This design comes from an exercise in tuning for small area, a short achievable clock period and few clock cycles per item on the open sky130 flow, not from production work.
Where RTL was checked, it was by simulation tests only, not by an equivalence proof against the original.
No functional check of the RTL was part of runs 1 and 2.
In runs 4 and 5 the design's own scripts or RTL, not TritonCTS, make the clock network.
The clock port is modelled as an ideal driver, which makes a skipped or thinned clock tree look cheaper than it is; a real chip needs a root buffer or a tree.

==> design/flow/design.v <==
`timescale 1ns / 1ps
package fgdc_pkg;
	localparam logic [31:0] POLY32 = 32'h82F6_3B78;
	localparam logic [31:0] POLY16 = 32'h0000_A001;
	localparam logic [15:0] CRC16_INIT = 16'hFFFF;
	localparam logic [1:0] MODE_NONE   = 2'd0;
	localparam logic [1:0] MODE_META   = 2'd1;
	localparam logic [1:0] MODE_LEGACY = 2'd2;
	localparam int REG_INDEX_W = 3;
	localparam logic [REG_INDEX_W-1:0] REG_MODE      = 3'd0;
	localparam logic [REG_INDEX_W-1:0] REG_SEED      = 3'd1;
	localparam logic [REG_INDEX_W-1:0] REG_VID_LOW   = 3'd2;
	localparam logic [REG_INDEX_W-1:0] REG_VID_HIGH  = 3'd3;
	localparam logic [REG_INDEX_W-1:0] REG_DESC_SIZE = 3'd4;
	localparam logic [REG_INDEX_W-1:0] REG_WIDE      = 3'd5;
	function automatic logic [31:0] step8(input logic [31:0] c, input logic [31:0] poly);
		logic [31:0] r;
		r = c;
		for (int k = 0; k < 8; k++) begin
			r = r[0] ? ((r >> 1) ^ poly) : (r >> 1);
		end
		step8 = r;
	endfunction
	function automatic logic [15:0] crc16_byte(input logic [15:0] c, input logic [7:0] b);
		logic [15:0] r;
		r = c ^ {8'h0, b};
		for (int k = 0; k < 8; k++) begin
			r = r[0] ? ((r >> 1) ^ 16'hA001) : (r >> 1);
		end
		crc16_byte = r;
	endfunction
	function automatic logic [15:0] uuid_crc_zero();
		logic [15:0] c;
		c = CRC16_INIT;
		for (int i = 0; i < 16; i++) begin
			c = crc16_byte(c, 8'h00);
		end
		uuid_crc_zero = c;
	endfunction
	localparam logic [15:0] UUID_CRC_RESET = uuid_crc_zero();
endpackage
`timescale 1ns / 1ps
`timescale 1ns / 1ps
module fs_group_descriptor_checksum_core #(
	parameter logic [6:0] MAX_DESC_BYTES = 7'd64
) (
	input  logic                               clk,
	input  logic                               arst_n,
	input  logic                               cfg_valid,
	output logic                               cfg_ready,
	input  logic [fgdc_pkg::REG_INDEX_W-1:0]   cfg_index,
	input  logic [63:0]                        cfg_data,
	input  logic                               in_valid,
	output logic                               in_ready,
	input  logic [31:0]                        group_number,
	input  logic [7:0]                         data_byte,
	input  logic                               first_byte,
	input  logic                               last_byte,
	output logic                               out_valid,
	input  logic                               out_ready,
	output logic [15:0]                        checksum,
	output logic                               checksum_valid
);
	logic        meta_q;       
	logic        leg_q;        
	logic [31:0] seed_q;
	logic        sok_q;        
	logic [15:0] vla_q;        
	logic [15:0] vhb_q;        
	logic        uok_q;        
	logic        span64_q;     
	logic [4:0]  span_lo_q;    
	logic        wide_q;
	logic [31:0] crc_q;
	logic [7:0]  ib_q;         
	logic        hv_q;         
	logic        hl_q;         
	logic        hs_q;         
	logic [6:0]  pos_q;        
	logic        op_pre_q;     
	logic [1:0]  pcnt_q;       
	logic        op_clr_q;     
	logic        op_dat_q;     
	logic        op_cz_q;      
	logic        ej_q;         
	logic        vlow_q;       
	logic        in_rdy_q;
	logic        cfg_rdy_q;
	logic        wr_q;         
	logic [3:0]  wsel_q;       
	logic        ov_q;
	logic [15:0] cs_q;
	logic        cv_q;
	logic        in_acc, first_acc, det, det_vid, busy, proc_h, produce, fold_h;
	logic        e_meta, e_leg, e_hold;
	logic [31:0] x, y, r_step, kstart;
	logic [15:0] ucrc;
	logic [7:0]  cfg_byte;
	logic [6:0]  npos;
	logic        n_field, n_step;
	logic        op_pre_n, op_clr_n, op_dat_n, op_cz_n, cop_q, cop_n, hv_n, hl_n, ov_n;
	assign in_acc    = in_valid && in_rdy_q;
	assign first_acc = in_acc && first_byte;
	assign cop_q     = op_clr_q || op_dat_q || op_cz_q;
	assign busy      = op_pre_q || cop_q;
	assign det       = cfg_valid && !cfg_rdy_q && !cop_q;
	assign det_vid   = det && (cfg_index == fgdc_pkg::REG_VID_LOW ||
		cfg_index == fgdc_pkg::REG_VID_HIGH);
	assign proc_h    = hv_q && !busy && !(hl_q && ov_q);
	assign produce   = proc_h && hl_q;
	assign fold_h    = proc_h && hs_q;
	assign npos    = pos_q[6] ? pos_q : pos_q + 7'd1;
	assign n_field = (npos[6:1] == 6'b001111);
	assign n_step  = !npos[6] && (!npos[5] || span64_q || (npos[4:0] < span_lo_q)) &&
		!(leg_q && (n_field || (npos[5] && !wide_q)));
	assign cfg_byte = cfg_data[{pos_q[2:0], 3'b000} +: 8];
	assign e_meta = meta_q && (op_pre_q || fold_h);
	assign e_leg  = (leg_q && (op_pre_q || fold_h)) || op_dat_q || op_cz_q;
	assign e_hold = !(busy || fold_h);
	assign x = crc_q ^ {24'h0, ej_q ? ib_q : 8'h00};
	assign y = (e_meta ? fgdc_pkg::step8(x, fgdc_pkg::POLY32) : 32'h0) |
		(e_leg ? fgdc_pkg::step8(x, fgdc_pkg::POLY16) : 32'h0);
	assign r_step = y | (e_hold ? crc_q : 32'h0);
	assign ucrc   = fgdc_pkg::UUID_CRC_RESET ^ (uok_q ? (vla_q ^ vhb_q) : 16'h0);
	assign kstart = ((meta_q && sok_q) ? seed_q : 32'h0) | (meta_q ? 32'h0 : {16'h0, ucrc});
	assign op_pre_n = first_acc || (op_pre_q && pcnt_q != 2'd0);
	assign op_clr_n = det_vid;
	assign op_dat_n = cop_q && pos_q <= 7'd7;
	assign op_cz_n  = cop_q && vlow_q && pos_q >= 7'd8 && pos_q <= 7'd15;
	assign cop_n    = op_clr_n || op_dat_n || op_cz_n;
	assign hv_n = in_acc || (hv_q && !proc_h);
	assign hl_n = in_acc ? last_byte : hl_q;
	assign ov_n = produce || (ov_q && !out_ready);
	always_ff @(posedge clk or negedge arst_n) begin
		if (!arst_n) begin
			meta_q    <= 1'b0;
			leg_q     <= 1'b0;
			sok_q     <= 1'b0;
			uok_q     <= 1'b0;
			span64_q  <= 1'b0;
			span_lo_q <= '0;
			wide_q    <= 1'b0;
		end else begin
			if (wr_q && wsel_q[0]) begin
				meta_q <= (cfg_data[1:0] == fgdc_pkg::MODE_META);
				leg_q  <= (cfg_data[1:0] == fgdc_pkg::MODE_LEGACY);
			end
			if (wr_q && wsel_q[1]) begin
				sok_q <= 1'b1;
			end
			if (wr_q && wsel_q[2]) begin
				span64_q  <= cfg_data[6];
				span_lo_q <= (cfg_data[6] || !cfg_data[5]) ? 5'd0 : cfg_data[4:0];
			end
			if (wr_q && wsel_q[3]) begin
				wide_q <= cfg_data[0];
			end
			if (op_clr_q) begin
				uok_q <= 1'b1;
			end
		end
	end
	always_ff @(posedge clk) begin
		if (wr_q && wsel_q[1]) begin
			seed_q <= cfg_data[31:0];
		end
		if ((op_dat_q && pos_q == 7'd8 && !vlow_q) || (op_clr_q && !uok_q && vlow_q)) begin
			vhb_q <= y[15:0];
		end
		if ((op_cz_q && pos_q == 7'd16) || (op_clr_q && !uok_q && !vlow_q)) begin
			vla_q <= y[15:0];
		end
	end
	always_ff @(posedge clk or negedge arst_n) begin
		if (!arst_n) begin
			hv_q      <= 1'b0;
			op_pre_q  <= 1'b0;
			op_clr_q  <= 1'b0;
			op_dat_q  <= 1'b0;
			op_cz_q   <= 1'b0;
			ov_q      <= 1'b0;
		end else begin
			hv_q      <= hv_n;
			op_pre_q  <= op_pre_n;
			op_clr_q  <= op_clr_n;
			op_dat_q  <= op_dat_n;
			op_cz_q   <= op_cz_n;
			ov_q      <= ov_n;
		end
	end
	always_ff @(posedge clk) begin
		in_rdy_q  <= !(op_pre_n || cop_n) && !(hv_n && hl_n && ov_n);
		cfg_rdy_q <= (det && !det_vid) || (op_dat_q && pos_q == 7'd7);
		wr_q      <= det && !det_vid;
		wsel_q    <= {cfg_index == fgdc_pkg::REG_WIDE, cfg_index == fgdc_pkg::REG_DESC_SIZE,
			cfg_index == fgdc_pkg::REG_SEED, cfg_index == fgdc_pkg::REG_MODE};
		cv_q      <= meta_q || leg_q;
	end
	always_ff @(posedge clk) begin
		crc_q <= first_acc ? (kstart ^ group_number) : r_step;
		ej_q  <= !(op_pre_n || op_cz_n);
		if (first_acc) begin
			pcnt_q <= 2'd3;
		end else if (op_pre_q) begin
			pcnt_q <= pcnt_q - 2'd1;
		end
		if (in_acc) begin
			ib_q  <= (!first_byte && n_field) ? 8'h00 : data_byte;
			hl_q  <= last_byte;
			hs_q  <= first_byte || n_step;
			pos_q <= first_byte ? 7'd0 : npos;
		end else begin
			if (cop_q && pos_q <= 7'd7) begin
				ib_q <= cfg_byte;
			end
			if (det_vid) begin
				pos_q <= 7'd0;
			end else if (cop_q) begin
				pos_q <= npos;
			end
		end
		if (det_vid) begin
			vlow_q <= (cfg_index == fgdc_pkg::REG_VID_LOW);
		end
		if (produce) begin
			cs_q <= r_step[15:0];
		end
	end
	assign in_ready       = in_rdy_q;
	assign cfg_ready      = cfg_rdy_q;
	assign out_valid      = ov_q;
	assign checksum       = cs_q;
	assign checksum_valid = cv_q;
endmodule
==> design/flow/flow/run.sh <==
#!/bin/bash
# Standard layout, with plain buffers on the ports and timing repair aiming for a larger
# setup slack than the clock needs.
set -euo pipefail
bash standard.sh "BUFFER_PORTS_ARGS=-buffer_cell sky130_fd_sc_hd__buf_1" SETUP_SLACK_MARGIN=7 finish > standard_flow.log 2>&1
==> design/flow/standard.sh <==
#!/bin/bash
# synth_recipe.tcl (not shown) runs the flow's synth.tcl, then flattens the netlist and writes it again
# the make line also repeats each setting of config.mk as NAME=value (left out here)
make -C /OpenROAD-flow-scripts/flow DESIGN_CONFIG=/design/flow/config.mk WORK_HOME=/design/flow/orfs CLKGATE_MAP_FILE= SYNTH_SCRIPT=/design/flow/synth_recipe.tcl "${@:-finish}"
==> design/flow/config.mk <==
export PLATFORM = sky130hd
export DESIGN_NAME = fs_group_descriptor_checksum_core
export DESIGN_NICKNAME = fs_group_descriptor_checksum_core
export VERILOG_FILES = /design/flow/design.v
export SDC_FILE = /design/flow/constraint.sdc
export NUM_CORES = 4
export LEC_CHECK = 0
export CAP_MARGIN = 20
export CORE_MARGIN = 2
export CORE_UTILIZATION = 60
export SLEW_MARGIN = 20
==> design/flow/constraint.sdc <==
create_clock -name core_clock -period 10.0 [get_ports {clk}]
set_input_delay 2.0000 -clock core_clock [delete_from_list [all_inputs] [get_ports {clk}]]
set_output_delay 2.0000 -clock core_clock [all_outputs]
set_load 0.01 [all_outputs]
==> Flow_metrics.wiki, run 1 <==
{| class="wikitable"
! Metric !! Value
|-
| Total wire length after detailed routing || roughly 25000 um
|-
| Combined area of all synthesized cells || ~8800 sq um
|-
| Synth Register Bits || 158
|-
| Hold violation total from the final report || 0
|-
| Crit-path max cell delay || roughly 0.4 ns
|-
| Post-DP HPWL || ~18000 um
|-
| Post-synth top area cell || edfxtp_1
|-
| Commonest cells post-synth || edfxtp_1 (97), nand2_1 (82), xnor2_1 (65)
|-
| Iter 0 DRT Violations || just over 700
|-
| Data arrival time of the critical path || 1.00 ns
|-
| Buffer and inverter count on the worst path || 1
|-
| Vias || 6806
|-
| Cts-stage hold buffer count || 0
|-
| Unrepaired setup endpoints after global routing || yes
|-
| Slowest library cell on the worst path || dfrtp_1
|-
| Max_cap viols || 0
|-
| Reg2reg path depth || 7
|-
| Most instantiated library cell after synthesis || edfxtp_1
|-
| Reg2reg end || crc_q[3]
|-
| Area of the placeable core || around 14000 sq um
|-
| Fraction of post-synthesis cell area in the top cell type by area || between 30% and 40%
|-
| Type of destination of the critical path || output port
|-
| Count of pins on the block boundary || roughly 130
|-
| CP required || 8.00 ns
|-
| Async S/R FF share, synth || ~11%
|-
| # nets final || between 1k and 1.5k
|-
| Cts bufs inserted || 17
|-
| Result of the run || timing/DRC/antenna clean
|-
| Skew final || between 0.01 and 0.015 ns
|-
| Worst Setup Start Kind || register
|-
| Reg-to-reg slack, setup || just over 7 ns
|-
| Final setup violation count || 0
|-
| Count of cell types in the netlist || 69
|-
| Post-detailed-route via-to-cell ratio || 6.143
|-
| TritonCTS clock tree || done
|-
| First-pass GRT wire length || between 30000 and 40000 um
|-
| Remaining Overflow, GRT || 0
|-
| Final total negative setup slack || 0 ns
|-
| Post-synthesis area per instance || approximately 11 sq um
|-
| Maximum clock frequency || 0.3335 GHz
|-
| Gate count after technology mapping || ~800
|-
| WL per Instance || around 22 um
|-
| Critical Path Source || ov_q
|-
| Clock sink count || ~160
|-
| Yosys warns || 1
|-
| Deepest level of the CTS H-tree || 4
|-
| Synthesis-to-finish area growth || 15.51%
|-
| Shortest clock period the worst path allows after layout || 2.998 ns
|-
| RR Startpoint || ib_q[3]
|-
| Count of flip-flops with a built-in enable after synthesis || 97
|-
| Fill count || between 1k and 1.5k
|-
| Worst hold path type || reg2reg
|-
| Overall die height || 125.2 um
|-
| Capture point of the critical path || out_valid
|-
| Cell area after layout || 10180 sq um
|-
| Global router's overall resource usage || a little under a third
|-
| Slew at the pin closest to its max-slew limit || about 0.8 ns
|-
| Post-placement cell area || approximately 9500 sq um
|-
| Vias in the first global route || 6604
|-
| Horizontal die dimension || 125.2 um
|-
| Number of antenna violations at the first check in global routing || 0
|-
| Layout cell share with drive strength beyond 1 || approximately an eighth
|-
| Kind of cell adding the most delay to the critical path || flip-flops
|-
| Final clock period utilization by the worst path || 29.98%
|-
| Number of diodes || 0
|-
| Cell breakdown of the critical path || buf_2
|-
| Bufs on Longest Clock Path || 2
|-
| Clock-pin slew reported for the worst setup and hold paths after clock tree synthesis || approximately 0.060 ns
|-
| Number of nets still failing antenna checks after routing || 0
|-
| Post-Synthesis Net Count || 906
|-
| Crit. path cell count || 1
|-
| Root Buffer Master || clkbuf_16
|-
| Pin count of the biggest net entering global routing || 40
|-
| Worst max-slew margin expressed relative to the limit || ~47%
|-
| Fraction of the yosys area taken by sequential cells || 47.86%
|-
| DRC Markers || 0
|-
| Routability-driven placement congestion ratio || between 0.9 and 1
|-
| Starting utilization of the core area || 61.11%
|-
| Most instantiated flip-flop cell in the synthesis netlist || edfxtp_1
|-
| Pins over their slew limit || 0
|-
| Worst setup path class || reg2out
|-
| Area of the die || between 15000 and 20000 sq um
|-
| Top cells by area in the synthesized netlist || edfxtp_1 (33%), dfxtp_1 (10%), xnor2_1 (6.5%), xor2_1 (6.4%), dfrtp_1 (4.8%)
|-
| Clock latency of the later-clocked register in the worst-skew pair || around 0.43 ns
|-
| Crit Path Max Fanout || 4
|-
| Port buffer count || between 100 and 150
|-
| Placement row count || 44
|-
| First-pass iteration count of the detailed router || 5
|}
[per-stage QoR]
| step | hold WS (ns) | setup slack [ns] | utilization [%] | cells |
|---|---|---|---|---|
| after floorplan | 0.4309 | 6.913 | - | 785 |
| final | 0.4768 | 7.002 | 70.59 | 1108 |
| after global placement | 0.4457 | 5.832 | 65.67 | 1067 |
| after global routing | 0.5071 | 6.978 | 70.59 | 1108 |
| after detailed placement | 0.4602 | 5.673 | 65.67 | 1067 |
| after CTS | 0.4755 | 6.998 | 70.07 | 1103 |
[worst min-delay path by stage]
| stage | from | endpoint | slack [ns] | cells past startpoint |
|---|---|---|---|---|
| after floorplan | sok_q | sok_q | 0.43 | 1 |
| after global placement | sok_q | sok_q | 0.45 | 1 |
| after detailed placement | sok_q | sok_q | 0.46 | 1 |
| after CTS | sok_q | sok_q | 0.48 | 1 |
| after global routing | hl_q | hl_q | 0.51 | 2 |
| final | sok_q | sok_q | 0.48 | 1 |
[layout make-up]
type / instances / area (sq um) / area share [%]
multi-input cells: 561 / 4443 / 43.63
flip-flops and latches: 158 / 4222 / 41.46
repair buffers: 151 / 648.1 / 6.365
clock buffers: 22 / 475.5 / 4.669
well taps: 184 / 230.2 / 2.261
inverters: 22 / 86.33 / 0.8479
clock inverters: 10 / 77.57 / 0.7619
[sequential cells by signal, summed over array words and instances, names as in the netlist, 2 cells and up]
name and flops:
pos_q 7, seed_q 32, vla_q 16, ib_q 8, span_lo_q 5, crc_q 32
wsel_q 4, cs_q 16, vhb_q 16, pcnt_q 2
[what timing repair did]
| item | CTS | global route |
|---|---|---|
| resized for setup | 13 | 9 |
| endpoints found under the setup margin | 68 | 30 |
| buffers inserted | 4 | 4 |
| endpoints found under the hold margin | 0 | 0 |
| gates cloned | 0 | 1 |
| pin swaps | 0 | 1 |
[metal layers]
layer  GRT usage, %  wire, um
met3          6.162      2271
met1          42.05      9634
met5              0         0
met2          49.78     11760
met4          12.68       869
[layout by cell type, fill, tap and decap left out, types with 7 or more instances in the layout]
cell type | netlist | final
nand2_1 | 82 | 80
nor2_1 | 42 | 41
a22oi_1 | 9 | 9
nor3_1 | 9 | 8
a21oi_1 | 48 | 48
nand2b_1 | 9 | 8
xnor3_1 | 13 | 12
a31oi_1 | 8 | 8
buf_4 | 2 | 16
o21ai_0 | 21 | 18
nor2b_1 | 9 | 9
or2_2 | 10 | 10
buf_1 | 3 | 130
xor2_1 | 64 | 61
o2bb2ai_1 | 8 | 8
dfxtp_1 | 44 | 42
inv_1 | 21 | 20
mux4_2 | 16 | 16
and2_1 | 8 | 8
xnor2_1 | 65 | 65
dfrtp_1 | 17 | 17
ha_1 | 7 | 7
a221oi_1 | 13 | 13
nand3_1 | 11 | 11
mux2i_1 | 13 | 13
edfxtp_1 | 97 | 97
clkbuf_16 | 0 | 18
[kinds of logic (layout without fill, tap and decap cells)]
kind of cell,after synthesis,in the layout,synth area share [%]
DFF,158,158,47.86
and+or+nand+nor,202,203,10.70
xor gates and xnor gates,150,150,18.18
muxes,34,34,6.203
AOI/OAI and AO/OA,167,167,13.03
adders and majority gates,7,7,0.9936
buffers and inverters,67,205,3.023
==> run 2, diff against run 1 <==
==> design/flow/flow/run.sh (replaced) <==
#!/bin/bash
# Standard layout, with plain buffers on the ports and timing repair aiming for a larger
# setup slack than the clock needs.
set -euo pipefail
bash standard.sh "BUFFER_PORTS_ARGS=-buffer_cell sky130_fd_sc_hd__buf_1" SETUP_SLACK_MARGIN=7.4 finish > standard_flow.log 2>&1
==> run 2 against run 1 <==
Net effect:
- still clean
- wire length up 18%
- worst hold slack worse by 0.011 ns
- first-iteration DRC count up 2.9%
- largest cell class unchanged
==> Flow_metrics.wiki, run 2 <==
{| class="wikitable"
! Metric !! Value
|-
| Remaining Overflow, GRT || 0 (unchanged)
|-
| Bufs on Longest Clock Path || 2 (unchanged)
|-
| Placement row count || 44 (unchanged)
|-
| Buffer and inverter count on the worst path || 1 (unchanged)
|-
| Slowest library cell on the worst path || edfxtp_1 (was dfrtp_1)
|-
| Setup slack after placement || 6.515 ns (was 5.673 ns)
|-
| Shortest clock period the worst path allows after layout || 3.045 ns (was 2.998 ns)
|-
| Deepest level of the CTS H-tree || 4 (unchanged)
|-
| Data arrival time of the critical path || 1.05 ns (was 1.00 ns)
|-
| Worst hold path type || reg2reg (unchanged)
|-
| TritonCTS clock tree || done (unchanged)
|-
| Area of the placeable core || 14420 sq um (unchanged)
|-
| Post-detailed-route via-to-cell ratio || 6.328 (was 6.143)
|-
| Yosys warns || 1 (unchanged)
|-
| Count of cell types in the netlist || 69 (unchanged)
|-
| Number of diodes || 0 (unchanged)
|-
| Clock sink count || 158 (unchanged)
|-
| Total wire length after detailed routing || 28970 um (was 24540 um)
|-
| Crit-path max cell delay || 0.45 ns (was 0.41 ns)
|-
| Post-DP HPWL || 18520 um (was 17740 um)
|-
| Top cells by area in the synthesized netlist || edfxtp_1 (33%), dfxtp_1 (10%), xnor2_1 (6.5%), xor2_1 (6.4%), dfrtp_1 (4.8%) (unchanged)
|-
| Crit Path Max Fanout || 1 (was 4)
|-
| Max_cap viols || 0 (unchanged)
|-
| Final setup margin || 6.955 ns (was 7.002 ns)
|-
| Pins over their slew limit || 0 (unchanged)
|-
| Horizontal die dimension || 125.2 um (unchanged)
|-
| Register cell area after layout || 4244 sq um (was 4222 sq um)
|-
| Fill count || 830 (was 1058)
|-
| Most used cells in the layout excluding fill and tap cells || edfxtp_1 (97), buf_4 (86), buf_1 (81), nand2_1 (78), xor2_1 (55) (was buf_1 (130), edfxtp_1 (97), nand2_1 (80), xnor2_1 (65), xor2_1 (61))
|-
| Final clock period utilization by the worst path || 30.45% (was 29.98%)
|-
| Post-Synthesis Net Count || 906 (unchanged)
|-
| Hold violation total from the final report || 0 (unchanged)
|-
| Unrepaired setup endpoints after global routing || yes (unchanged)
|-
| Area of the die || 15680 sq um (unchanged)
|-
| Number of nets still failing antenna checks after routing || 0 (unchanged)
|-
| Most common cell after layout, fill and taps aside || edfxtp_1 (was buf_1)
|-
| Clock-pin slew reported for the worst setup and hold paths after clock tree synthesis || 0.06 ns (about the same)
|-
| Worst max-slew margin expressed relative to the limit || 28.85% (was 46.83%)
|-
| Iter 0 DRT Violations || 744 (was 723)
|-
| Clock latency of the later-clocked register in the worst-skew pair || 0.43 ns (about the same)
|-
| Vias in the first global route || 7087 (was 6604)
|-
| Pin count of the biggest net entering global routing || 36 (was 40)
|-
| Fraction of post-synthesis cell area in the top cell type by area || 33.04% (unchanged)
|-
| Final total negative setup slack || 0 ns (unchanged)
|-
| DRC Markers || 0 (unchanged)
|-
| Root Buffer Master || clkbuf_16 (unchanged)
|-
| Commonest cells post-synth || edfxtp_1 (97), nand2_1 (82), xnor2_1 (65) (unchanged)
|-
| Fraction of the yosys area taken by sequential cells || 47.86% (unchanged)
|-
| Gate count after technology mapping || 785 (unchanged)
|-
| Synth Register Bits || 158 (unchanged)
|-
| Most instantiated flip-flop cell in the synthesis netlist || edfxtp_1 (unchanged)
|-
| Overall die height || 125.2 um (unchanged)
|-
| Post-synthesis area per instance || 11.23 sq um (unchanged)
|-
| Worst Setup Start Kind || register (unchanged)
|-
| Vias || 7505 (was 6806)
|-
| Layout cell share with drive strength beyond 1 || 33.63% (was 12.45%)
|-
| WL per Instance || 24.42 um (was 22.14 um)
|-
| Largest registers ranked by flip-flop count || crc_q (32), seed_q (32) (unchanged)
|-
| Kind of cell adding the most delay to the critical path || flip-flops (unchanged)
|-
| Crit. path cell count || 1 (unchanged)
|-
| Core occupancy in the finished layout || 81.64% (was 70.59%)
|-
| Type of destination of the critical path || output port (unchanged)
|-
| Async S/R FF share, synth || 10.76% (unchanged)
|-
| Count of cells along the worst hold path || 1 (unchanged)
|-
| CP required || 8.00 ns (about the same)
|-
| Slew at the pin closest to its max-slew limit || 1.067 ns (was 0.7960 ns)
|-
| # nets final || 1110 (was 1032)
|-
| First-pass GRT wire length || 40630 um (was 36880 um)
|-
| Cts bufs inserted || 17 (unchanged)
|-
| First-pass iteration count of the detailed router || 7 (was 5)
|-
| Combined area of all synthesized cells || 8815 sq um (unchanged)
|-
| Skew final || 0.01063 ns (was 0.01002 ns)
|-
| Post-synth top area cell || edfxtp_1 (unchanged)
|-
| Most instantiated library cell after synthesis || edfxtp_1 (unchanged)
|-
| Worst setup path class || reg2out (unchanged)
|-
| Final setup violation count || 0 (unchanged)
|-
| Worst Hold Slack || 0.4658 ns (was 0.4768 ns)
|-
| Cts-stage hold buffer count || 0 (unchanged)
|-
| Starting utilization of the core area || 61.11% (unchanged)
|-
| Synthesis-to-finish area growth || 33.60% (was 15.51%)
|-
| Count of pins on the block boundary || 134 (unchanged)
|-
| Maximum clock frequency || 0.3284 GHz (was 0.3335 GHz)
|-
| Number of antenna violations at the first check in global routing || 0 (unchanged)
|-
| Combined area of the multi-input logic cells || 5094 sq um (was 4443 sq um)
|-
| Cell breakdown of the critical path || clkbuf_2 (was buf_2)
|-
| Routability-driven placement congestion ratio || 0.9539 (was 0.9381)
|-
| Count of flip-flops with a built-in enable after synthesis || 97 (unchanged)
|-
| Port buffer count || 133 (unchanged)
|-
| Global router's overall resource usage || 34.82% (was 31.09%)
|-
| Result of the run || timing/DRC/antenna clean (unchanged)
|-
| Reg2reg path depth || 11 (was 7)
|}
==> run 2: cell counts after synthesis <==
Identical to the previous run, type by type.
==> run 2: worst paths after layout <==
path | startpoint | end | slack [ns]
worst min-delay path | sok_q | sok_q | 0.47
worst max register to register | pos_q[1] | hs_q | 7.12
max in group asynchronous | arst_n | op_dat_q | 8.15
min in group asynchronous | arst_n | wide_q | 1.52
worst max-delay path | cs_q[8] | checksum[8] | 6.95
worst min register to register | sok_q | sok_q | 0.47
==> run 2: repair_timing <==
item,4_1_cts,5_1_grt
resized for setup,123,99
endpoints found under the setup margin,125,79
gates cloned,4,0
setup buffers,35,50
pin swaps,15,41
==> run 2: per-stage QoR <==
step           std cells  instance area (sq um)
2_1_floorplan        785                   9079
3_3_place_gp        1065                   9630
3_5_place_dp        1065                   9630
4_1_cts             1136                  10980
5_1_grt             1186                  11780
6_report            1186                  11780
==> run 2: logic make-up (layout without fill, tap and decap cells) <==
family | count (synthesis) | after routing | synth area share, %
mux | 34 | 34 | 6.203
simple gates | 202 | 206 | 10.70
flops | 158 | 158 | 47.86
buf+inv | 67 | 280 | 3.023
compound gates | 167 | 167 | 13.03
xor+xnor | 150 | 150 | 18.18
fa+ha+maj | 7 | 7 | 0.9936
==> run 2: area by class of cell <==
| cell class | instances | area share, % |
|---|---|---|
| flip-flops and latches | 158 | 36.04 |
| clock inverters | 13 | 1.179 |
| inverters | 22 | 0.8075 |
| well taps | 184 | 1.955 |
| repair buffers | 226 | 13.00 |
| multi-input cells | 564 | 43.25 |
| clock buffers | 19 | 3.761 |
==> run 2: metal layers <==
layer  GRT usage [%]  part of all wire [%]  routed length [um]  vias to the layer above
met5               0                     0                   0                        -
met4           13.46                   5.0                1435                        0
met3           7.873                   9.2                2668                      109
met2           58.44                    49               14300                      501
met1           44.37                    36               10570                     3645
li1                -                     -                   -                     3250
==> run 3, diff against run 2 <==
--- a/design/flow/design.v
+++ b/design/flow/design.v
@@ -88,4 +88,2 @@
 	logic        cfg_rdy_q;
-	logic        wr_q;         
-	logic [3:0]  wsel_q;       
 	logic        ov_q;
@@ -93,3 +91,3 @@
 	logic        cv_q;
-	logic        in_acc, first_acc, det, det_vid, busy, proc_h, produce, fold_h;
+	logic        in_acc, first_acc, cfg_acc, det, det_vid, busy, proc_h, produce, fold_h;
 	logic        e_meta, e_leg, e_hold;
@@ -103,2 +101,3 @@
 	assign first_acc = in_acc && first_byte;
+	assign cfg_acc   = cfg_valid && cfg_rdy_q;
 	assign cop_q     = op_clr_q || op_dat_q || op_cz_q;
@@ -143,15 +142,16 @@
 		end else begin
-			if (wr_q && wsel_q[0]) begin
-				meta_q <= (cfg_data[1:0] == fgdc_pkg::MODE_META);
-				leg_q  <= (cfg_data[1:0] == fgdc_pkg::MODE_LEGACY);
-			end
-			if (wr_q && wsel_q[1]) begin
-				sok_q <= 1'b1;
-			end
-			if (wr_q && wsel_q[2]) begin
-				span64_q  <= cfg_data[6];
-				span_lo_q <= (cfg_data[6] || !cfg_data[5]) ? 5'd0 : cfg_data[4:0];
-			end
-			if (wr_q && wsel_q[3]) begin
-				wide_q <= cfg_data[0];
+			if (cfg_acc) begin
+				case (cfg_index)
+					fgdc_pkg::REG_MODE: begin
+						meta_q <= (cfg_data[1:0] == fgdc_pkg::MODE_META);
+						leg_q  <= (cfg_data[1:0] == fgdc_pkg::MODE_LEGACY);
+					end
+					fgdc_pkg::REG_SEED: sok_q <= 1'b1;
+					fgdc_pkg::REG_DESC_SIZE: begin
+						span64_q  <= cfg_data[6];
+						span_lo_q <= (cfg_data[6] || !cfg_data[5]) ? 5'd0 : cfg_data[4:0];
+					end
+					fgdc_pkg::REG_WIDE: wide_q <= cfg_data[0];
+					default: ;
+				endcase
 			end
@@ -163,3 +163,3 @@
 	always_ff @(posedge clk) begin
-		if (wr_q && wsel_q[1]) begin
+		if (cfg_acc && cfg_index == fgdc_pkg::REG_SEED) begin
 			seed_q <= cfg_data[31:0];
@@ -193,5 +193,2 @@
 		cfg_rdy_q <= (det && !det_vid) || (op_dat_q && pos_q == 7'd7);
-		wr_q      <= det && !det_vid;
-		wsel_q    <= {cfg_index == fgdc_pkg::REG_WIDE, cfg_index == fgdc_pkg::REG_DESC_SIZE,
-			cfg_index == fgdc_pkg::REG_SEED, cfg_index == fgdc_pkg::REG_MODE};
 		cv_q      <= meta_q || leg_q;
==> design/flow/flow/run.sh (replaced) <==
#!/bin/bash
# Standard layout with three changes to how it is made: plain buffers on the ports, timing
# repair aiming for a larger setup slack than the clock needs, and a one-level clock tree
# (flow/cts_pre.tcl) in place of TritonCTS's.
set -euo pipefail
here=$(pwd)
bash standard.sh "BUFFER_PORTS_ARGS=-buffer_cell sky130_fd_sc_hd__buf_1" SETUP_SLACK_MARGIN=7.2 \
  "PRE_CTS_TCL=$here/flow/cts_pre.tcl" finish > standard_flow.log 2>&1
==> design/flow/flow/cts_pre.tcl (new file) <==
# Sourced by ORFS's cts.tcl just before clock_tree_synthesis (PRE_CTS_TCL). Builds a
# one-level clock tree (the clock port drives four clock buffers, each driving the
# flip-flops nearest to it) and turns the call to clock_tree_synthesis that follows into
# a no-op, so that TritonCTS does not add levels under it.
source [file join [file dirname [info script]] mytree.tcl]
my_clock_tree 4 sky130_fd_sc_hd__clkbuf_16
rename clock_tree_synthesis my_unused_clock_tree_synthesis
proc clock_tree_synthesis { args } {
  puts "clock_tree_synthesis skipped: the clock tree was built by cts_pre.tcl"
}
==> design/flow/flow/mytree.tcl (new file) <==
# Clock tree of one level: the clock port drives NBUF clock buffers, each placed at the
# centre of a cluster of flip-flops (k-means on their locations) and driving that cluster.
proc my_clock_tree { nbuf bufname } {
  set block [ord::get_db_block]
  set clkNet [$block findNet clk]
  set sinks {}
  foreach it [$clkNet getITerms] {
    lappend sinks $it
  }
  set pts {}
  foreach it $sinks {
    set b [[$it getInst] getBBox]
    lappend pts [list [expr {([$b xMin] + [$b xMax]) / 2.0}] [expr {([$b yMin] + [$b yMax]) / 2.0}]]
  }
  set n [llength $pts]
  # initial centres: spread along sorted x then y
  set xs [lsort -real [lmap p $pts {lindex $p 0}]]
  set ys [lsort -real [lmap p $pts {lindex $p 1}]]
  set cx {}; set cy {}
  set g [expr {int(ceil(sqrt($nbuf)))}]
  for {set k 0} {$k < $nbuf} {incr k} {
    set i [expr {$k % $g}]; set j [expr {$k / $g}]
    lappend cx [lindex $xs [expr {int(($i + 0.5) * $n / $g)}]]
    lappend cy [lindex $ys [expr {int(($j + 0.5) * $n / max(1, int(ceil(double($nbuf) / $g))))}]]
  }
  set cap [expr {int(ceil(double($n) / $nbuf)) + 2}]
  for {set iter 0} {$iter < 30} {incr iter} {
    # capacity-limited assignment: points in order of best distance
    set cand {}
    for {set i 0} {$i < $n} {incr i} {
      lassign [lindex $pts $i] px py
      for {set k 0} {$k < $nbuf} {incr k} {
        set d [expr {abs($px - [lindex $cx $k]) + abs($py - [lindex $cy $k])}]
        lappend cand [list $d $i $k]
      }
    }
    set cand [lsort -real -index 0 $cand]
    set asg [lrepeat $n -1]
    set cnt [lrepeat $nbuf 0]
    foreach c $cand {
      lassign $c d i k
      if {[lindex $asg $i] >= 0} continue
      if {[lindex $cnt $k] >= $cap} continue
      lset asg $i $k
      lset cnt $k [expr {[lindex $cnt $k] + 1}]
    }
    set sx [lrepeat $nbuf 0.0]; set sy [lrepeat $nbuf 0.0]
    for {set i 0} {$i < $n} {incr i} {
      set k [lindex $asg $i]
      lassign [lindex $pts $i] px py
      lset sx $k [expr {[lindex $sx $k] + $px}]
      lset sy $k [expr {[lindex $sy $k] + $py}]
    }
    for {set k 0} {$k < $nbuf} {incr k} {
      if {[lindex $cnt $k] > 0} {
        lset cx $k [expr {[lindex $sx $k] / [lindex $cnt $k]}]
        lset cy $k [expr {[lindex $sy $k] / [lindex $cnt $k]}]
      }
    }
  }
  set master [[ord::get_db] findMaster $bufname]
  $clkNet setSigType CLOCK
  for {set k 0} {$k < $nbuf} {incr k} {
    set inst [odb::dbInst_create $block $master "clkbuf_my_$k"]
    set w [$master getWidth]; set h [$master getHeight]
    $inst setLocation [expr {int([lindex $cx $k] - $w / 2)}] [expr {int([lindex $cy $k] - $h / 2)}]
    $inst setPlacementStatus PLACED
    set net [odb::dbNet_create $block "clknet_my_$k"]
    $net setSigType CLOCK
    [$inst findITerm A] connect $clkNet
    [$inst findITerm X] connect $net
    set cnts($k) $net
  }
  for {set i 0} {$i < $n} {incr i} {
    set it [lindex $sinks $i]
    $it disconnect
    $it connect $cnts([lindex $asg $i])
  }
  puts "my_clock_tree: $n sinks, $nbuf buffers ($bufname), sizes [lsort -integer $cnt]"
}
--- a/design/flow/config.mk
+++ b/design/flow/config.mk
@@ -9,3 +9,3 @@
 export CORE_MARGIN = 2
-export CORE_UTILIZATION = 60
+export CORE_UTILIZATION = 75
 export SLEW_MARGIN = 20
==> run 3 against run 2 <==
Net effect:
- the flow now stops in global routing
- synthesized cell count shrank 5.1%
- synthesized area shrank 3.1%
==> Flow_metrics.wiki, run 3 <==
{| class="wikitable"
! Metric !! Value
|-
| Synth Register Bits || 153 (was 158)
|-
| Fraction of the yosys area taken by sequential cells || 48.23% (was 47.86%)
|-
| Gate count after technology mapping || 745 (was 785)
|-
| Port buffer count || 133 (unchanged)
|-
| Count of flip-flops with a built-in enable after synthesis || 97 (unchanged)
|-
| Most instantiated library cell after synthesis || edfxtp_1 (unchanged)
|-
| Worst-path endpoint after global-route repair_timing || ib_q[6]$_DFFE_PP_/D
|-
| Routability-driven placement congestion ratio || 0.9145 (was 0.9539)
|-
| Commonest cells post-synth || edfxtp_1 (97), nand2_1 (83), xnor2_1 (64), xor2_1 (64), a21oi_1 (43) (was edfxtp_1 (97), nand2_1 (82), xnor2_1 (65))
|-
| Overall die height || 110.7 um (was 125.2 um)
|-
| Post-synth top area cell || edfxtp_1 (unchanged)
|-
| Fraction of post-synthesis cell area in the top cell type by area || 34.11% (was 33.04%)
|-
| Async S/R FF share, synth || 11.11% (was 10.76%)
|-
| Post-Synthesis Net Count || 866 (was 906)
|-
| First error message || [ERROR DPL-0038] Utilization greater than 100%, impossible to legalize
|-
| Cts-stage hold buffer count || 0 (unchanged)
|-
| Placement row count || 38 (was 44)
|-
| Post-synthesis area per instance || 11.46 sq um (was 11.23 sq um)
|-
| Setup slack after placement || 6.268 ns (was 6.515 ns)
|-
| Top cells by area in the synthesized netlist || edfxtp_1 (34%), dfxtp_1 (9.1%), xnor2_1 (6.6%), xor2_1 (6.6%), dfrtp_1 (5.0%) (was edfxtp_1 (33%), dfxtp_1 (10%), xnor2_1 (6.5%), xor2_1 (6.4%), dfrtp_1 (4.8%))
|-
| Most instantiated flip-flop cell in the synthesis netlist || edfxtp_1 (unchanged)
|-
| Horizontal die dimension || 110.7 um (was 125.2 um)
|-
| Pin count of the biggest net entering global routing || 42
|-
| Stopped at || global routing
|-
| Post-DP HPWL || 17430 um (was 18520 um)
|-
| Combined area of all synthesized cells || 8539 sq um (was 8815 sq um)
|-
| Starting utilization of the core area || 77.75% (was 61.11%)
|-
| Count of cell types in the netlist || 66 (was 69)
|-
| Worst EP Category || register data pin
|-
| Count of pins on the block boundary || 134 (unchanged)
|-
| Result of the run || stopped before the end (was timing/DRC/antenna clean)
|-
| Post-placement cell area || 9164 sq um (was 9630 sq um)
|-
| Yosys warns || 1 (unchanged)
|}
[run 3: cell types whose count changed after synthesis, moves of 6 or more]
cell	delta
a211oi_1	-7
nor2_1	-8
and2_1	+6
a21o_1	+6
clkbuf_1	-7
o2bb2ai_1	-8
[run 3: logic make-up after synthesis]
| group | share of synthesized area, % |
|---|---|
| simple gates | 9.978 |
| mux | 6.813 |
| compound gates | 11.00 |
| flops | 48.23 |
| buf+inv | 3.179 |
| xor+xnor | 19.77 |
| fa+ha+maj | 1.026 |
[run 3: per-stage QoR]
step           instances
3_3_place_gp         984
2_1_floorplan        745
4_1_cts             1043
3_5_place_dp         984
[run 3: worst max-delay path by stage]
| stage | startpoint | end | cells past startpoint |
|---|---|---|---|
| after floorplan | cfg_valid | seed_q[0] | 3 |
| after global placement | in_valid | pos_q[0] | 6 |
| after detailed placement | in_valid | pos_q[2] | 6 |
| after CTS | cfg_index[1] | seed_q[24] | 5 |
[run 3: what timing repair did]
action,CTS
gates resized for setup,152
setup endpoints to repair,184
cloned,6
setup buffers,49
pin swaps,26
Testbench counts of run 3, summed over its fixed seeds: cycles 41,912, items 37,992.
==> run 4, diff against run 3 <==
==> design/flow/flow/run.sh (replaced) <==
#!/bin/bash
# Standard layout with three changes to how it is made: plain buffers on the ports, timing
# repair aiming for a larger setup slack than the clock needs, and a two-level clock tree of
# small buffers (flow/cts_pre.tcl) in place of TritonCTS's.
set -euo pipefail
here=$(pwd)
bash standard.sh "BUFFER_PORTS_ARGS=-buffer_cell sky130_fd_sc_hd__buf_1" SETUP_SLACK_MARGIN=7 \
  "PRE_CTS_TCL=$here/flow/cts_pre.tcl" finish > standard_flow.log 2>&1
==> design/flow/flow/cts_pre.tcl (replaced) <==
# Sourced by ORFS's cts.tcl just before clock_tree_synthesis (PRE_CTS_TCL). Builds a
# two-level clock tree of small buffers (mytree2.tcl) and turns the call to
# clock_tree_synthesis that follows into a no-op, so that TritonCTS adds nothing to it.
source [file join [file dirname [info script]] mytree2.tcl]
my_clock_tree2 4 sky130_fd_sc_hd__clkbuf_8 12 sky130_fd_sc_hd__clkbuf_4
rename clock_tree_synthesis my_unused_clock_tree_synthesis
proc clock_tree_synthesis { args } {
  puts "clock_tree_synthesis skipped: the clock tree was built by cts_pre.tcl"
}
==> design/flow/flow/mytree2.tcl (new file) <==
# Two-level clock tree: the clock port drives NTOP buffers (TOPBUF), each placed at the
# centre of a group of flip-flops; each of them drives the leaf buffers (LEAFBUF) of its
# group, one per cluster of at most LEAFSIZE flip-flops, placed at the cluster's centre.
proc mt_kmeans { pts nclu } {
  # capacity-limited k-means on a list of {x y}; returns the cluster index of each point
  set n [llength $pts]
  set xs [lsort -real [lmap p $pts {lindex $p 0}]]
  set ys [lsort -real [lmap p $pts {lindex $p 1}]]
  set g [expr {int(ceil(sqrt($nclu)))}]
  set rows [expr {int(ceil(double($nclu) / $g))}]
  set cx {}; set cy {}
  for {set k 0} {$k < $nclu} {incr k} {
    set i [expr {$k % $g}]; set j [expr {$k / $g}]
    lappend cx [lindex $xs [expr {min($n - 1, int(($i + 0.5) * $n / $g))}]]
    lappend cy [lindex $ys [expr {min($n - 1, int(($j + 0.5) * $n / $rows))}]]
  }
  set cap [expr {int(ceil(double($n) / $nclu))}]
  set asg {}
  for {set iter 0} {$iter < 40} {incr iter} {
    set cand {}
    for {set i 0} {$i < $n} {incr i} {
      lassign [lindex $pts $i] px py
      for {set k 0} {$k < $nclu} {incr k} {
        lappend cand [list [expr {abs($px - [lindex $cx $k]) + abs($py - [lindex $cy $k])}] $i $k]
      }
    }
    set cand [lsort -real -index 0 $cand]
    set asg [lrepeat $n -1]
    set cnt [lrepeat $nclu 0]
    foreach c $cand {
      lassign $c d i k
      if {[lindex $asg $i] >= 0 || [lindex $cnt $k] >= $cap} continue
      lset asg $i $k
      lset cnt $k [expr {[lindex $cnt $k] + 1}]
    }
    set sx [lrepeat $nclu 0.0]; set sy [lrepeat $nclu 0.0]
    for {set i 0} {$i < $n} {incr i} {
      set k [lindex $asg $i]
      lassign [lindex $pts $i] px py
      lset sx $k [expr {[lindex $sx $k] + $px}]
      lset sy $k [expr {[lindex $sy $k] + $py}]
    }
    for {set k 0} {$k < $nclu} {incr k} {
      if {[lindex $cnt $k] > 0} {
        lset cx $k [expr {[lindex $sx $k] / [lindex $cnt $k]}]
        lset cy $k [expr {[lindex $sy $k] / [lindex $cnt $k]}]
      }
    }
  }
  return [list $asg $cx $cy]
}

proc mt_buffer { block master name x y innet } {
  set inst [odb::dbInst_create $block $master $name]
  $inst setLocation [expr {int($x - [$master getWidth] / 2)}] [expr {int($y - [$master getHeight] / 2)}]
  $inst setPlacementStatus PLACED
  set net [odb::dbNet_create $block "net_$name"]
  $net setSigType CLOCK
  [$inst findITerm A] connect $innet
  [$inst findITerm X] connect $net
  return $net
}

proc my_clock_tree2 { ntop topbuf leafsize leafbuf } {
  set block [ord::get_db_block]
  set clkNet [$block findNet clk]
  $clkNet setSigType CLOCK
  set sinks [$clkNet getITerms]
  set pts {}
  foreach it $sinks {
    set b [[$it getInst] getBBox]
    lappend pts [list [expr {([$b xMin] + [$b xMax]) / 2.0}] [expr {([$b yMin] + [$b yMax]) / 2.0}]]
  }
  set n [llength $pts]
  set nleaf [expr {int(ceil(double($n) / $leafsize))}]
  set nleaf [expr {int(ceil(double($nleaf) / $ntop)) * $ntop}]
  lassign [mt_kmeans $pts $nleaf] lasg lcx lcy
  set lpts {}
  for {set k 0} {$k < $nleaf} {incr k} { lappend lpts [list [lindex $lcx $k] [lindex $lcy $k]] }
  lassign [mt_kmeans $lpts $ntop] tasg tcx tcy
  set db [ord::get_db]
  set tm [$db findMaster $topbuf]
  set lm [$db findMaster $leafbuf]
  for {set t 0} {$t < $ntop} {incr t} {
    set tnet($t) [mt_buffer $block $tm "clkbuf_top_$t" [lindex $tcx $t] [lindex $tcy $t] $clkNet]
  }
  for {set k 0} {$k < $nleaf} {incr k} {
    set lnet($k) [mt_buffer $block $lm "clkbuf_leaf_$k" [lindex $lcx $k] [lindex $lcy $k] $tnet([lindex $tasg $k])]
  }
  for {set i 0} {$i < $n} {incr i} {
    set it [lindex $sinks $i]
    $it disconnect
    $it connect $lnet([lindex $lasg $i])
  }
  puts "my_clock_tree2: $n sinks, $ntop x $topbuf, $nleaf x $leafbuf"
}
--- a/design/flow/config.mk
+++ b/design/flow/config.mk
@@ -9,3 +9,3 @@
 export CORE_MARGIN = 2
-export CORE_UTILIZATION = 75
+export CORE_UTILIZATION = 60
 export SLEW_MARGIN = 20
removed: design/flow/flow/mytree.tcl
==> run 4 against run 3 <==
Net effect:
- the run now finishes clean
- synthesized cell count is the same
- synthesized area did not move
==> Flow_metrics.wiki, run 4 <==
{| class="wikitable"
! Metric !! Value
|-
| Number of antenna violations at the first check in global routing || 0
|-
| Number of diodes || 0
|-
| Count of flip-flops with a built-in enable after synthesis || 97 (unchanged)
|-
| Crit-path max cell delay || roughly 0.44 ns
|-
| Core occupancy in the finished layout || approximately 73%
|-
| Port buffer count || 133 (unchanged)
|-
| Most instantiated flip-flop cell in the synthesis netlist || edfxtp_1 (unchanged)
|-
| Register cell area after layout || ~4100 sq um
|-
| Overall die height || 123.3 um (was 110.7 um)
|-
| First-pass iteration count of the detailed router || 5
|-
| Worst Setup Start Kind || register
|-
| Gate count after technology mapping || 745 (unchanged)
|-
| Shortest clock period the worst path allows after layout || about 2.9 ns
|-
| Most used cells in the layout excluding fill and tap cells || buf_1 (122), edfxtp_1 (97), nand2_1 (75), xor2_1 (64), xnor2_1 (64)
|-
| Largest registers ranked by flip-flop count || crc_q (32), seed_q (32)
|-
| Routed wire length on met2 || between 10000 and 15000 um
|-
| Starting utilization of the core area || 61.52% (was 77.75%)
|-
| Area of the placeable core || roughly 14000 sq um
|-
| Adder-Cell Fraction of Synth Area || 1.026% (unchanged)
|-
| Number of nets still failing antenna checks after routing || 0
|-
| Post-placement cell area || 9211 sq um (was 9164 sq um)
|-
| Synth Area in XOR/XNOR || 19.77% (unchanged)
|-
| Largest family of logic cells by synthesized area || XOR/XNOR gates (unchanged)
|-
| Post-DP HPWL || 16870 um (was 17430 um)
|-
| Global router's overall resource usage || approximately 32%
|-
| Synthesis-to-finish area growth || 18.42%
|-
| Commonest cells post-synth || edfxtp_1 (97), nand2_1 (83), xnor2_1 (64), xor2_1 (64), a21oi_1 (43) (unchanged)
|-
| Final setup margin || around 7 ns
|-
| # nets final || 1029
|-
| Combined area of the multi-input logic cells || between 4000 and 5000 sq um
|-
| Cell area after layout || between 10000 and 15000 sq um
|-
| Pin count of the biggest net entering global routing || 33
|-
| Remaining Overflow, GRT || 0
|-
| Top cells by area in the synthesized netlist || edfxtp_1 (34%), dfxtp_1 (9.1%), xnor2_1 (6.6%), xor2_1 (6.6%), dfrtp_1 (5.0%) (unchanged)
|-
| Buffer and inverter count on the worst path || 1
|-
| Clock-pin slew reported for the worst setup and hold paths after clock tree synthesis || 0.11 ns
|-
| Most instantiated library cell after synthesis || edfxtp_1 (unchanged)
|-
| Total wire length after detailed routing || 24380 um
|-
| Fraction of post-synthesis cell area in the top cell type by area || 34.11% (unchanged)
|-
| Worst hold path type || reg2reg
|-
| Post-synthesis area per instance || 11.46 sq um (unchanged)
|-
| Worst setup path class || reg2out
|-
| CP required || ~8 ns
|-
| Vias || between 6k and 7k
|-
| Share of synthesized area spent on multiplexers || 6.813% (unchanged)
|-
| Area of the die || ~15000 sq um
|-
| Layout cell share with drive strength beyond 1 || 17.77%
|-
| Combined area of all synthesized cells || 8539 sq um (unchanged)
|-
| Data arrival time of the critical path || 0.94 ns
|-
| Vias in the first global route || approximately 6.3k
|-
| Post-Synthesis Net Count || 866 (unchanged)
|-
| Hold violation total from the final report || 0
|-
| Crit Path Max Fanout || 1
|-
| Count of cell types in the netlist || 66 (unchanged)
|-
| Count of pins on the block boundary || 134 (unchanged)
|-
| Placement row count || 43 (was 38)
|-
| Final total negative setup slack || 0 ns
|-
| Routed length on met1 || a little under 10000 um
|-
| Unrepaired setup endpoints after global routing || no
|-
| Cell breakdown of the critical path || buf_1
|-
| Type of destination of the critical path || output port
|-
| Result of the run || timing/DRC/antenna clean (was stopped before the end)
|-
| Fill count || 987
|-
| Final clock period utilization by the worst path || between 20% and 30%
|-
| Async S/R FF share, synth || 11.11% (unchanged)
|-
| Max_cap viols || 0
|-
| Horizontal die dimension || 123.3 um (was 110.7 um)
|-
| Worst max-slew margin expressed relative to the limit || about a third
|-
| DRC Markers || 0
|-
| Post-synth top area cell || edfxtp_1 (unchanged)
|-
| Slowest library cell on the worst path || edfxtp_1
|-
| Yosys warns || 1 (unchanged)
|-
| Kind of cell adding the most delay to the critical path || flip-flops
|-
| Complex-gate fraction of the synthesized area || 11.00% (unchanged)
|-
| WL per Instance || 22.45 um
|-
| Slew at the pin closest to its max-slew limit || between 0.9 and 1 ns
|-
| Fraction of the yosys area taken by sequential cells || 48.23% (unchanged)
|-
| Maximum clock frequency || 0.3405 GHz
|-
| Setup slack after placement || 5.953 ns (was 6.268 ns)
|-
| Iter 0 DRT Violations || 661
|-
| Fraction of the mapped netlist area in simple logic gates || 9.978% (unchanged)
|-
| Uppermost routed layer || met4
|-
| Detailed-routed wire length on met3 || approximately 1900 um
|-
| Synth Register Bits || 153 (unchanged)
|-
| Pins over their slew limit || 0
|-
| Skew final || ~0.055 ns
|-
| First-pass GRT wire length || between 30000 and 40000 um
|-
| Cts-stage hold buffer count || 0 (unchanged)
|-
| Routability-driven placement congestion ratio || 0.9430 (was 0.9145)
|-
| Final setup violation count || 0
|-
| Clock latency of the later-clocked register in the worst-skew pair || roughly 0.35 ns
|-
| Most common cell after layout, fill and taps aside || buf_1
|-
| Post-detailed-route via-to-cell ratio || between 6 and 7
|}
[run 4: path summary, 6_finish.rpt]
path                          from           to  slack (ns)  cells after the start
max                        cs_q[6]  checksum[6]        7.06                      1
min                          sok_q        sok_q        0.49                      1
max reg2reg                ib_q[3]     cs_q[12]        7.10                      8
min reg2reg                  sok_q        sok_q        0.49                      1
max in group asynchronous   arst_n     op_clr_q        7.60                      1
min in group asynchronous   arst_n     span64_q        1.78                      1
[run 4: kinds of logic (layout without fill, tap and decap cells)]
logic type / Yosys count / after routing
compound gates: 143 / 143
xor+xnor: 155 / 155
fa+ha+maj: 7 / 7
buf+inv: 66 / 226
flops: 153 / 153
mux: 37 / 37
simple gates: 184 / 185
[run 4: repair_timing]
item | 4_1_cts | 5_1_grt
gates resized for setup | 80 | 6
pin swaps | 10 | 3
endpoints found under the setup margin | 146 | 37
buffers inserted | 15 | 17
cloned | 6 | 1
[run 4: per-stage QoR]
step                hold slack, ns  cells
finish                      0.4928   1086
global placement            0.4453   1027
global route                0.4979   1086
CTS                         0.4567   1068
floorplan                   0.4309    745
detailed placement          0.4552   1027
[run 4: metal layers]
layer | GRT usage (%) | up-vias
met1 | 44.81 | 3196
met4 | 10.01 | 0
met2 | 52.61 | 318
met5 | 0 | -
li1 | - | 2977
met3 | 4.105 | 58
[run 4: final cells by class]
class,instances,area share [%]
Sequential cell,153,40.79
Buffer,20,1.732
Timing Repair Buffer,180,11.06
Tap cell,180,2.227
Multi-Input combinational cell,527,43.18
Inverter,26,1.002
==> run 5, diff against run 4 <==
--- a/design/flow/design.v
+++ b/design/flow/design.v
@@ -89,3 +89,2 @@
 	logic        ov_q;
-	logic [15:0] cs_q;
 	logic        cv_q;
@@ -107,3 +106,3 @@
 		cfg_index == fgdc_pkg::REG_VID_HIGH);
-	assign proc_h    = hv_q && !busy && !(hl_q && ov_q);
+	assign proc_h    = hv_q && !busy;
 	assign produce   = proc_h && hl_q;
@@ -191,3 +190,3 @@
 	always_ff @(posedge clk) begin
-		in_rdy_q  <= !(op_pre_n || cop_n) && !(hv_n && hl_n && ov_n);
+		in_rdy_q  <= !(op_pre_n || cop_n) && !(hv_n && hl_n) && !ov_n;
 		cfg_rdy_q <= (det && !det_vid) || (op_dat_q && pos_q == 7'd7);
@@ -221,5 +220,2 @@
 		end
-		if (produce) begin
-			cs_q <= r_step[15:0];
-		end
 	end
@@ -228,3 +224,3 @@
 	assign out_valid      = ov_q;
-	assign checksum       = cs_q;
+	assign checksum       = crc_q[15:0];
 	assign checksum_valid = cv_q;
--- a/design/flow/flow/run.sh
+++ b/design/flow/flow/run.sh
@@ -6,3 +6,3 @@
 here=$(pwd)
-bash standard.sh "BUFFER_PORTS_ARGS=-buffer_cell sky130_fd_sc_hd__buf_1" SETUP_SLACK_MARGIN=7 \
+bash standard.sh "BUFFER_PORTS_ARGS=-buffer_cell sky130_fd_sc_hd__buf_1" SETUP_SLACK_MARGIN=7.1 \
   "PRE_CTS_TCL=$here/flow/cts_pre.tcl" finish > standard_flow.log 2>&1
==> design/flow/flow/cts_pre.tcl (replaced) <==
# Sourced by ORFS's cts.tcl just before clock_tree_synthesis (PRE_CTS_TCL). Builds a
# two-level clock tree (mytree2.tcl) and turns the call to clock_tree_synthesis that
# follows into a no-op, so that TritonCTS adds nothing to it.
source [file join [file dirname [info script]] mytree2.tcl]
my_clock_tree2 4 sky130_fd_sc_hd__clkbuf_8 12 sky130_fd_sc_hd__clkbuf_8
set_dont_touch [get_cells {clkbuf_top_* clkbuf_leaf_*}]
rename clock_tree_synthesis my_unused_clock_tree_synthesis
proc clock_tree_synthesis { args } {
  puts "clock_tree_synthesis skipped: the clock tree was built by cts_pre.tcl"
}
==> run 5 against run 4 <==
Net effect:
- still clean
- via count decreased by 5.7%
- clock skew shrank 0.019 ns
==> Flow_metrics.wiki, run 5 <==
{| class="wikitable"
! Metric !! Value
|-
| Kind of cell adding the most delay to the critical path || flip-flops (unchanged)
|-
| Post-Synthesis Net Count || 837 (was 866)
|-
| Final total negative setup slack || 0 ns (unchanged)
|-
| Area of the die || 14050 sq um (was 15200 sq um)
|-
| Crit Path Max Fanout || 5 (was 1)
|-
| Horizontal die dimension || 118.5 um (was 123.3 um)
|-
| Worst Hold Slack || 0.4776 ns (was 0.4928 ns)
|-
| Placement row count || 41 (was 43)
|-
| Reg2reg end || crc_q[4] (was cs_q[12])
|-
| Result of the run || timing/DRC/antenna clean (unchanged)
|-
| Area of the placeable core || 12720 sq um (was 13880 sq um)
|-
| Final setup violation count || 0 (unchanged)
|-
| Global router's overall resource usage || 33.06% (was 32.07%)
|-
| Reg-to-reg slack, setup || 7.22 ns (was 7.10 ns)
|-
| CP required || 8.00 ns (about the same)
|-
| Final clock period utilization by the worst path || 29.69% (was 29.37%)
|-
| Worst max-slew margin expressed relative to the limit || 41.33% (was 34.87%)
|-
| Most used cells in the layout excluding fill and tap cells || buf_1 (109), nand2_1 (85), edfxtp_1 (81), xor2_1 (69), xnor2_1 (60) (was buf_1 (122), edfxtp_1 (97), nand2_1 (75), xor2_1 (64), xnor2_1 (64))
|-
| Fraction of post-synthesis cell area in the top cell type by area || 30.91% (was 34.11%)
|-
| Clock latency of the later-clocked register in the worst-skew pair || 0.31 ns (was 0.35 ns)
|-
| # nets final || 985 (was 1029)
|-
| Overall die height || 118.5 um (was 123.3 um)
|-
| Critical Path Source || crc_q[3] (was cs_q[6])
|-
| WL per Instance || 22.51 um (was 22.45 um)
|-
| Slew at the pin closest to its max-slew limit || 0.8800 ns (was 0.9770 ns)
|-
| First-pass iteration count of the detailed router || 5 (unchanged)
|-
| Synthesis-to-finish area growth || 22.29% (was 18.42%)
|-
| Worst setup path class || reg2out (unchanged)
|-
| Fraction of the yosys area taken by sequential cells || 46.24% (was 48.23%)
|-
| Post-detailed-route via-to-cell ratio || 5.971 (was 6.030)
|-
| Largest registers ranked by flip-flop count || crc_q (32), seed_q (32) (unchanged)
|-
| Data arrival time of the critical path || 0.97 ns (was 0.94 ns)
|-
| Post-placement cell area || 8443 sq um (was 9211 sq um)
|-
| Register cell area after layout || 3677 sq um (was 4125 sq um)
|-
| Worst Setup Start Kind || register (unchanged)
|-
| Crit-path max cell delay || 0.49 ns (was 0.44 ns)
|-
| Count of cell types in the netlist || 64 (was 66)
|-
| Synth Register Bits || 137 (was 153)
|-
| Number of diodes || 0 (unchanged)
|-
| Vias || 6174 (was 6549)
|-
| Combined area of the multi-input logic cells || 4194 sq um (was 4367 sq um)
|-
| DRC Markers || 0 (unchanged)
|-
| Crit. path cell count || 1 (unchanged)
|-
| Routability-driven placement congestion ratio || 0.9245 (was 0.9430)
|-
| Worst hold path type || reg2reg (unchanged)
|-
| Capture point of the critical path || checksum[3] (was checksum[6])
|-
| Clock-pin slew reported for the worst setup and hold paths after clock tree synthesis || 0.07 ns (was 0.11 ns)
|-
| Shortest clock period the worst path allows after layout || 2.969 ns (was 2.937 ns)
|-
| Async S/R FF share, synth || 12.41% (was 11.11%)
|-
| Number of nets still failing antenna checks after routing || 0 (unchanged)
|-
| Most common cell after layout, fill and taps aside || buf_1 (unchanged)
|-
| Post-synthesis area per instance || 10.99 sq um (was 11.46 sq um)
|-
| Iter 0 DRT Violations || 542 (was 661)
|-
| Most instantiated flip-flop cell in the synthesis netlist || edfxtp_1 (unchanged)
|-
| Max_cap viols || 0 (unchanged)
|-
| Type of destination of the critical path || output port (unchanged)
|-
| Remaining Overflow, GRT || 0 (unchanged)
|-
| Yosys warns || 1 (unchanged)
|-
| Combined area of all synthesized cells || 7869 sq um (was 8539 sq um)
|-
| Count of pins on the block boundary || 134 (unchanged)
|-
| Buffer and inverter count on the worst path || 1 (unchanged)
|-
| Post-DP HPWL || 15900 um (was 16870 um)
|-
| Total wire length after detailed routing || 23280 um (was 24380 um)
|-
| Post-synth top area cell || edfxtp_1 (unchanged)
|-
| Gate count after technology mapping || 716 (was 745)
|-
| Fill count || 923 (was 987)
|-
| Cell area after layout || 9623 sq um (was 10110 sq um)
|-
| Number of antenna violations at the first check in global routing || 0 (unchanged)
|-
| Top cells by area in the synthesized netlist || edfxtp_1 (31%), dfxtp_1 (9.9%), xor2_1 (7.9%), xnor2_1 (6.7%), dfrtp_1 (5.4%) (was edfxtp_1 (34%), dfxtp_1 (9.1%), xnor2_1 (6.6%), xor2_1 (6.6%), dfrtp_1 (5.0%))
|-
| Most instantiated library cell after synthesis || nand2_1 (was edfxtp_1)
|-
| Maximum clock frequency || 0.3368 GHz (was 0.3405 GHz)
|-
| RR Startpoint || ej_q (was ib_q[3])
|-
| Pin count of the biggest net entering global routing || 33 (unchanged)
|-
| Unrepaired setup endpoints after global routing || yes (was no)
|-
| Cell breakdown of the critical path || buf_1 (unchanged)
|-
| Commonest cells post-synth || nand2_1 (91), edfxtp_1 (81), xor2_1 (71) (was edfxtp_1 (97), nand2_1 (83), xnor2_1 (64), xor2_1 (64), a21oi_1 (43))
|-
| Pins over their slew limit || 0 (unchanged)
|-
| Layout cell share with drive strength beyond 1 || 20.53% (was 17.77%)
|-
| Reg2reg path depth || 8 (unchanged)
|-
| Slowest library cell on the worst path || dfxtp_2 (was edfxtp_1)
|-
| Skew final || 0.03629 ns (was 0.05494 ns)
|-
| Port buffer count || 133 (unchanged)
|-
| Count of flip-flops with a built-in enable after synthesis || 81 (was 97)
|-
| Vias in the first global route || 6173 (was 6319)
|-
| Starting utilization of the core area || 61.85% (was 61.52%)
|-
| Hold violation total from the final report || 0 (unchanged)
|-
| First-pass GRT wire length || 35640 um (was 35970 um)
|}
[run 5: cell types whose count changed after synthesis, sizes merged, moves of 7 or more]
cell,change
edfxtp,-16
inv,-7
buf,+11
a21o,-8
[run 5: area by class of cell]
type,instances,share of cell area (%)
repair buffers,178,12.81
flip-flops and latches,137,38.21
well taps,172,2.236
multi-input cells,512,43.58
plain buffers,16,2.288
inverters,19,0.8711
[run 5: cell families after synthesis]
logic type	count (synthesis)	synth area share, %
and+or+nand+nor	182	10.48
xor gates and xnor gates	150	19.78
DFF	137	46.24
adders and majority gates	7	1.113
AOI/OAI and AO/OA	142	11.89
muxes	29	6.329
buffers and inverters	69	4.166
[run 5: metrics by stage]
step                util, %  cells  setup slack [ns]
global placement      66.37    977             6.393
detailed placement    66.37    977             6.255
global route          75.64   1034             7.000
finish                75.64   1034             7.031
floorplan                 -    716             6.863
CTS                   74.63   1028             6.850
[run 5: worst min path at each step]
stage               slack [ns]  cells after the start  endpoint  startpoint
finish                    0.48                      1     sok_q       sok_q
global route              0.49                      2      ov_q        hl_q
CTS                       0.46                      1     sok_q       sok_q
detailed placement        0.44                      1     sok_q       sok_q
global placement          0.44                      1     sok_q       sok_q
floorplan                 0.43                      1     sok_q       sok_q
[run 5: layer usage]
layer	track usage (%)	routed length [um]
met1	45.88	9296
met5	0	0
met2	54.92	11220
met3	4.730	2059
met4	8.408	698
[run 5: repair_timing]
action / CTS / global route
hold buffers: 0 / 0
buffers inserted: 26 / 5
pin swaps: 25 / 1
resized for setup: 122 / 32
cloned: 9 / 0
endpoints found under the setup margin: 123 / 41
Testbench counts of run 5, summed over its fixed seeds: cycles 43,384, items 37,992.

==> separate check: timing with driven ports <==
How much do the figures lean on ideal ports? The routed layouts below were timed once more, with nothing changed but the port constraints.
Step 1: set_driving_cell puts a clkbuf_16 on clk and a buf_2 on each other input, an assumption about the parent block.
Step 2 times the ports against the registers' clock, not the clock port: input delays grow and output delays shrink by t, the midpoint of the rising clock arrivals with the driver on.
a / b / c = no drivers / after step 1 / after step 2; a / b = the first two.
run | t, ns | setup slack, ns | worst hold slack (ns)
run 1 | 0.464 | 7.002 / 6.965 / 6.630 | 0.477 / 0.477 / 0.477
run 2 | 0.466 | 6.955 / 6.919 / 6.813 | 0.466 / 0.466 / 0.466
run 4 | 0.393 | 7.063 / 6.990 / 6.737 | 0.493 / 0.493 / 0.493
run 5 | 0.361 | 7.031 / 6.965 / 6.836 | 0.478 / 0.478 / 0.478
After both steps setup and hold are still met in every run listed. The setup slack of run 1, which loses most, moves by -0.037 ns with the drivers and by -0.372 ns with both steps.
